From an optimization exercise on the open Yosys and OpenROAD flow, aimed at small area, a short achievable clock period and few clock cycles per item; shortcuts taken in it are not production practice. RTL that was checked went through simulation tests only; none was proved equivalent to the original.

## job 101
==> module aes_key_expand, before the edit <==
module aes_key_expand (
	input  logic [255:0] win,
	input  logic [31:0]  sin,
	input  logic         m128,
	input  logic         m192,
	input  logic         ph1,       
	input  logic         ph2,       
	input  logic         odd,       
	input  logic [7:0]   rcon,
	input  logic         step,      
	input  logic [255:0] kload,
	input  logic [31:0]  sload,
	output logic [255:0] wout,
	output logic [31:0]  sout
);
	logic [31:0] w [0:7];
	logic [31:0] q [0:7];
	logic [7:0] g;
	logic [31:0] sb, sbr, rc, e, p0, p1, p2, p3, b2, b3, qs;
	logic m256, gs, rot_next;
	always_comb begin
		for (int i = 0; i < 8; i++) w[i] = win[255 - 32*i -: 32];
		m256 = !m128 && !m192;
		sb = aes_pkg::sub_word(sin);
		rc = (m256 && odd) ? 32'h0 : {rcon, 24'h0};
		e = (m192 && (ph1 || ph2)) ? w[5] : rc;
		p0 = w[0] ^ e;
		p1 = p0 ^ w[1];
		p2 = p1 ^ w[2];
		p3 = p2 ^ w[3];
		b2 = w[2] ^ rc;
		b3 = b2 ^ w[3];
		if (m128) begin
			q[0] = p0; q[1] = p1; q[2] = p2; q[3] = p3;
			q[4] = p0; q[5] = p1;
			g = 8'hff;
		end else if (m192) begin
			q[0] = w[4]; q[1] = w[5]; q[2] = p0; q[3] = p1;
			q[4] = ph1 ? b2 : p2; q[5] = ph1 ? b3 : p3;
			g = ph1 ? 8'b00001111 : (ph2 ? 8'b00000011 : 8'b00111111);
		end else begin
			q[0] = w[4]; q[1] = w[5]; q[2] = w[6]; q[3] = w[7];
			q[4] = p0; q[5] = p1;
			g = 8'b00001111;
		end
		q[6] = p2; q[7] = p3;
		if (!step) begin
			for (int i = 0; i < 8; i++) q[i] = kload[255 - 32*i -: 32];
			g = 8'h00;
		end
		for (int i = 0; i < 8; i++) wout[255 - 32*i -: 32] = q[i] ^ (sb & {32{g[7-i]}});
		qs = p3 ^ ((m192 && !ph1 && !ph2) ? (w[4] ^ w[5]) : 32'h0);
		gs = !(m192 && (ph1 || ph2));
		rot_next = !(m256 && !odd);
		if (rot_next) begin
			qs = {qs[23:0], qs[31:24]};
			sbr = {sb[23:0], sb[31:24]};
		end else begin
			sbr = sb;
		end
		if (!step) begin
			qs = sload; gs = 1'b0;
		end
		sout = qs ^ (sbr & {32{gs}});
	end
endmodule
==> module aes_block_encrypt_unit, before the edit <==
module aes_block_encrypt_unit (
	input  logic        clk,
	input  logic        arst_n,
	input  logic        start,
	output logic        busy,
	input  logic [63:0] plaintext_high,
	input  logic [63:0] plaintext_low,
	output logic        done,
	output logic [63:0] ciphertext_high,
	output logic [63:0] ciphertext_low,
	input  logic        cfg_we,
	input  logic [2:0]  cfg_index,
	input  logic [63:0] cfg_data
);
	logic [1:0] key_size_q, key_size_d;
	logic [63:0] key_part_q [0:3];
	logic [63:0] key_part_d [0:3];
	logic busy_q, done_q;
	logic [3:0] rnd_q, g_nr;
	logic [7:0] rcon_q;
	logic ph1_q, ph2_q, odd_q;
	logic [255:0] win_q, win_step;
	logic [31:0] sin_q, sin_step, sin_load;
	logic [127:0] st_q, rnd_out;
	logic accept, last, stepping, m128, m192, rot_used;
	assign g_nr = aes_pkg::key_nr(key_size_q);
	assign m128 = (key_size_q == 2'd0);
	assign m192 = (key_size_q == 2'd1);
	assign accept = start && !busy_q;
	assign last = busy_q && (rnd_q == g_nr);
	assign stepping = accept || (busy_q && !last);
	assign rot_used = m128 || (m192 ? !ph2_q : !odd_q);
	assign busy = busy_q;
	assign done = done_q;
	aes_key_expand u_kx (
		.win(win_q), .sin(sin_q), .m128(m128), .m192(m192), .ph1(ph1_q), .ph2(ph2_q),
		.odd(odd_q), .rcon(rcon_q), .step(stepping),
		.kload({key_part_d[0], key_part_d[1], key_part_d[2], key_part_d[3]}), .sload(sin_load),
		.wout(win_step), .sout(sin_step)
	);
	aes_round u_round (
		.state_in(st_q), .round_key(win_q[255:128]), .load_data({plaintext_high, plaintext_low}),
		.load(accept), .last(last), .state_out(rnd_out)
	);
	always_comb begin
		for (int i = 0; i < 4; i++)
			key_part_d[i] = (cfg_we && cfg_index == 3'(i + 1)) ? cfg_data : key_part_q[i];
		key_size_d = (cfg_we && cfg_index == CFG_KEY_SIZE) ? cfg_data[1:0] : key_size_q;
		case (key_size_d)
			2'd0: sin_load = key_part_d[1][31:0];
			2'd1: sin_load = key_part_d[2][31:0];
			default: sin_load = key_part_d[3][31:0];
		endcase
		sin_load = {sin_load[23:0], sin_load[31:24]};
	end
	always_ff @(posedge clk or negedge arst_n) begin
		if (!arst_n) begin
			key_size_q <= KEY_SIZE_128;
			for (int i = 0; i < 4; i++) key_part_q[i] <= '0;
			busy_q <= 1'b0;
			done_q <= 1'b0;
			rnd_q <= '0;
			rcon_q <= 8'h01;
			ph1_q <= 1'b0;
			ph2_q <= 1'b0;
			odd_q <= 1'b0;
			win_q <= '0;
			sin_q <= '0;
		end else begin
			key_size_q <= key_size_d;
			for (int i = 0; i < 4; i++) key_part_q[i] <= key_part_d[i];
			done_q <= last;
			if (accept) begin
				busy_q <= 1'b1;
				rnd_q <= 4'd1;
			end else if (last) begin
				busy_q <= 1'b0;
				rnd_q <= 4'd0;
			end else if (busy_q) begin
				rnd_q <= rnd_q + 4'd1;
			end
			win_q <= win_step;
			sin_q <= sin_step;
			if (stepping) begin
				if (rot_used) rcon_q <= aes_pkg::xtime(rcon_q);
				ph1_q <= !ph1_q && !ph2_q;
				ph2_q <= ph1_q;
				odd_q <= !odd_q;
			end else begin
				rcon_q <= 8'h01;
				ph1_q <= 1'b0;
				ph2_q <= 1'b0;
				odd_q <= 1'b0;
			end
		end
	end
	always_ff @(posedge clk) st_q <= rnd_out;
	assign ciphertext_high = st_q[127:64];
	assign ciphertext_low = st_q[63:0];
endmodule
export LEC_CHECK = 0
export ABC_AREA = 1
export CAP_MARGIN = 20
export CORE_MARGIN = 2
export CORE_UTILIZATION = 50
export GPL_ROUTABILITY_DRIVEN = 0
export PLACE_DENSITY = 0.65
export SETUP_SLACK_MARGIN = 2.0
export SLEW_MARGIN = 20
create_clock -name core_clock -period 7.0 [get_ports {clk}]
standard.sh (not shown) runs the stock make flow with config.mk's settings and CLKGATE_MAP_FILE= SYNTH_SCRIPT=/design/flow/synth_recipe.tcl, a recipe that flattens the netlist after the stock synthesis.
==> flow/flow/run.sh <==
#!/bin/bash
# Layout flow: the standard flow with two changes:
# - synthesis maps with ABC's area script using "dch -f" (full choice computation) instead of
#   "dch"; the rest of synthesis, and so every register, is unchanged;
# - the buffers placement puts on every input and output port are sky130_fd_sc_hd__buf_1.
# The make output goes to standard_flow.log; each ORFS step keeps its own log under orfs/logs.
set -euo pipefail
mkdir -p scripts_mod
cp -r "$FLOW_HOME"/scripts/. scripts_mod/
sed -i 's/^dch$/dch -f/' scripts_mod/abc_area.script
bash standard.sh "SCRIPTS_DIR=$PWD/scripts_mod" "BUFFER_PORTS_ARGS=-buffer_cell sky130_fd_sc_hd__buf_1" finish > standard_flow.log 2>&1
Testbench counts of job 101, summed over its fixed seeds: cycles 30,296, blocks 2,304.
The following lists how job 102 was set up differently from job 101:
diff --git a/flow/design.v b/flow/design.v
--- a/flow/design.v
+++ b/flow/design.v
@@ -217,13 +217,12 @@
 	input  logic         m192,
 	input  logic         ph1,       
 	input  logic         ph2,       
 	input  logic         odd,       
 	input  logic [7:0]   rcon,
 	input  logic         step,      
-	input  logic [255:0] kload,
 	input  logic [31:0]  sload,
 	output logic [255:0] wout,
 	output logic [31:0]  sout
 );
 	logic [31:0] w [0:7];
 	logic [31:0] q [0:7];
@@ -253,16 +252,12 @@
 		end else begin
 			q[0] = w[4]; q[1] = w[5]; q[2] = w[6]; q[3] = w[7];
 			q[4] = p0; q[5] = p1;
 			g = 8'b00001111;
 		end
 		q[6] = p2; q[7] = p3;
-		if (!step) begin
-			for (int i = 0; i < 8; i++) q[i] = kload[255 - 32*i -: 32];
-			g = 8'h00;
-		end
 		for (int i = 0; i < 8; i++) wout[255 - 32*i -: 32] = q[i] ^ (sb & {32{g[7-i]}});
 		qs = p3 ^ ((m192 && !ph1 && !ph2) ? (w[4] ^ w[5]) : 32'h0);
 		gs = !(m192 && (ph1 || ph2));
 		rot_next = !(m256 && !odd);
 		if (rot_next) begin
 			qs = {qs[23:0], qs[31:24]};
@@ -288,80 +283,84 @@
 	output logic [63:0] ciphertext_high,
 	output logic [63:0] ciphertext_low,
 	input  logic        cfg_we,
 	input  logic [2:0]  cfg_index,
 	input  logic [63:0] cfg_data
 );
-	logic [1:0] key_size_q, key_size_d;
+	logic [1:0] key_size_d;
+	logic m128_q, m192_q;     
 	logic [63:0] key_part_q [0:3];
 	logic [63:0] key_part_d [0:3];
 	logic busy_q, done_q;
 	logic [3:0] rnd_q, g_nr;
 	logic [7:0] rcon_q;
 	logic ph1_q, ph2_q, odd_q;
-	logic [255:0] win_q, win_step;
+	logic [255:0] win_q, win_in, win_step;
 	logic [31:0] sin_q, sin_step, sin_load;
 	logic [127:0] st_q, rnd_out;
+	logic last_q;              
 	logic accept, last, stepping, m128, m192, rot_used;
-	assign g_nr = aes_pkg::key_nr(key_size_q);
-	assign m128 = (key_size_q == 2'd0);
-	assign m192 = (key_size_q == 2'd1);
+	assign m128 = m128_q;
+	assign m192 = m192_q;
+	assign g_nr = m128 ? 4'd10 : (m192 ? 4'd12 : 4'd14);
 	assign accept = start && !busy_q;
-	assign last = busy_q && (rnd_q == g_nr);
+	assign last = last_q;
 	assign stepping = accept || (busy_q && !last);
 	assign rot_used = m128 || (m192 ? !ph2_q : !odd_q);
 	assign busy = busy_q;
 	assign done = done_q;
 	aes_key_expand u_kx (
-		.win(win_q), .sin(sin_q), .m128(m128), .m192(m192), .ph1(ph1_q), .ph2(ph2_q),
+		.win(win_in), .sin(sin_q), .m128(m128), .m192(m192), .ph1(ph1_q), .ph2(ph2_q),
 		.odd(odd_q), .rcon(rcon_q), .step(stepping),
-		.kload({key_part_d[0], key_part_d[1], key_part_d[2], key_part_d[3]}), .sload(sin_load),
+		.sload(sin_load),
 		.wout(win_step), .sout(sin_step)
 	);
 	aes_round u_round (
-		.state_in(st_q), .round_key(win_q[255:128]), .load_data({plaintext_high, plaintext_low}),
+		.state_in(st_q), .round_key(win_in[255:128]), .load_data({plaintext_high, plaintext_low}),
 		.load(accept), .last(last), .state_out(rnd_out)
 	);
 	always_comb begin
 		for (int i = 0; i < 4; i++)
 			key_part_d[i] = (cfg_we && cfg_index == 3'(i + 1)) ? cfg_data : key_part_q[i];
-		key_size_d = (cfg_we && cfg_index == CFG_KEY_SIZE) ? cfg_data[1:0] : key_size_q;
+		key_size_d = (cfg_we && cfg_index == CFG_KEY_SIZE) ? cfg_data[1:0] : {!m128_q && !m192_q, m192_q};
 		case (key_size_d)
 			2'd0: sin_load = key_part_d[1][31:0];
 			2'd1: sin_load = key_part_d[2][31:0];
 			default: sin_load = key_part_d[3][31:0];
 		endcase
 		sin_load = {sin_load[23:0], sin_load[31:24]};
 	end
 	always_ff @(posedge clk or negedge arst_n) begin
 		if (!arst_n) begin
-			key_size_q <= KEY_SIZE_128;
+			m128_q <= 1'b1;
+			m192_q <= 1'b0;
 			for (int i = 0; i < 4; i++) key_part_q[i] <= '0;
 			busy_q <= 1'b0;
 			done_q <= 1'b0;
 			rnd_q <= '0;
+			last_q <= 1'b0;
 			rcon_q <= 8'h01;
 			ph1_q <= 1'b0;
 			ph2_q <= 1'b0;
 			odd_q <= 1'b0;
-			win_q <= '0;
 			sin_q <= '0;
 		end else begin
-			key_size_q <= key_size_d;
+			m128_q <= (key_size_d == 2'd0);
+			m192_q <= (key_size_d == 2'd1);
 			for (int i = 0; i < 4; i++) key_part_q[i] <= key_part_d[i];
 			done_q <= last;
+			last_q <= busy_q && !last && (rnd_q + 4'd1 == g_nr);
 			if (accept) begin
 				busy_q <= 1'b1;
 				rnd_q <= 4'd1;
 			end else if (last) begin
 				busy_q <= 1'b0;
 				rnd_q <= 4'd0;
 			end else if (busy_q) begin
 				rnd_q <= rnd_q + 4'd1;
 			end
-			win_q <= win_step;
 			sin_q <= sin_step;
 			if (stepping) begin
 				if (rot_used) rcon_q <= aes_pkg::xtime(rcon_q);
 				ph1_q <= !ph1_q && !ph2_q;
 				ph2_q <= ph1_q;
 				odd_q <= !odd_q;
@@ -370,10 +369,14 @@
 				ph1_q <= 1'b0;
 				ph2_q <= 1'b0;
 				odd_q <= 1'b0;
 			end
 		end
 	end
-	always_ff @(posedge clk) st_q <= rnd_out;
+	assign win_in = busy_q ? win_q : {key_part_q[0], key_part_q[1], key_part_q[2], key_part_q[3]};
+	always_ff @(posedge clk) begin
+		st_q <= rnd_out;
+		win_q <= win_step;
+	end
 	assign ciphertext_high = st_q[127:64];
 	assign ciphertext_low = st_q[63:0];
 endmodule
Findings:
Compared with job 101, job 102 shows number of buffers and inverters on the critical path lower by 2. Of job 102 and job 101, the lower total number of vias belongs to job 101. Wire length on met1 (job 102 vs. job 101) decreases slightly. Initial standard-cell utilization of the core: job 102 vs job 101 — no meaningful difference. Job 102 gives less global routing usage on met1 than job 101 did. Looking only at synthesis-to-finish area growth, and setting everything else aside, the higher value of job 102 and job 101 goes to job 102. Capturing instance or port of the critical path: st_q[36] -> job 101, st_q[107] -> job 102. Number of distinct library cell variants in the gate-level netlist after synthesis came out lower on job 102 than on job 101. Job 101 → job 102: final cell count moved up; worst setup slack went up 75 ps. Delta(aggregate routed wire length, job 102 - job 101) > 0. Between job 101 and job 102, the flow reports number of buffers outside the clock class in the layout increasing by a little under 10%. Cell area delta for job 102 relative to job 101: about 0.35% lower. Number of cells upsized or downsized after cts, job 102 and job 101: smaller value in job 102.
For job 102, only the layout was checked, not whether the RTL still works.

[separate check: timing with driven ports]
In the flow no input, the clock included, has a driving cell. The finished layouts below were timed again as built, in two steps. Step 1 sets driving cells, clkbuf_16 on the clock port and buf_2 on the other inputs (assumed; they add their load-dependent delay and slew). Step 2 times the ports against the registers' clock, not the clock port: input delays grow and output delays shrink by t, the midpoint of the rising clock arrivals with the driver on. Three values: no drivers, after step 1, after step 2; two values: the first two.
| run | t (ns) | slack for setup (ns) | worst setup path after step 2 |
|---|---|---|---|
| job 101 | 0.801 | 1.997 / 1.997 / 1.600 | input to register |
| job 102 | 0.805 | 2.072 / 2.072 / 2.072 | register to register |
After both steps every run listed still meets setup and hold. For job 101, which loses most, drivers alone change the setup slack by 0.000 ns; drivers and shift together by -0.397 ns.
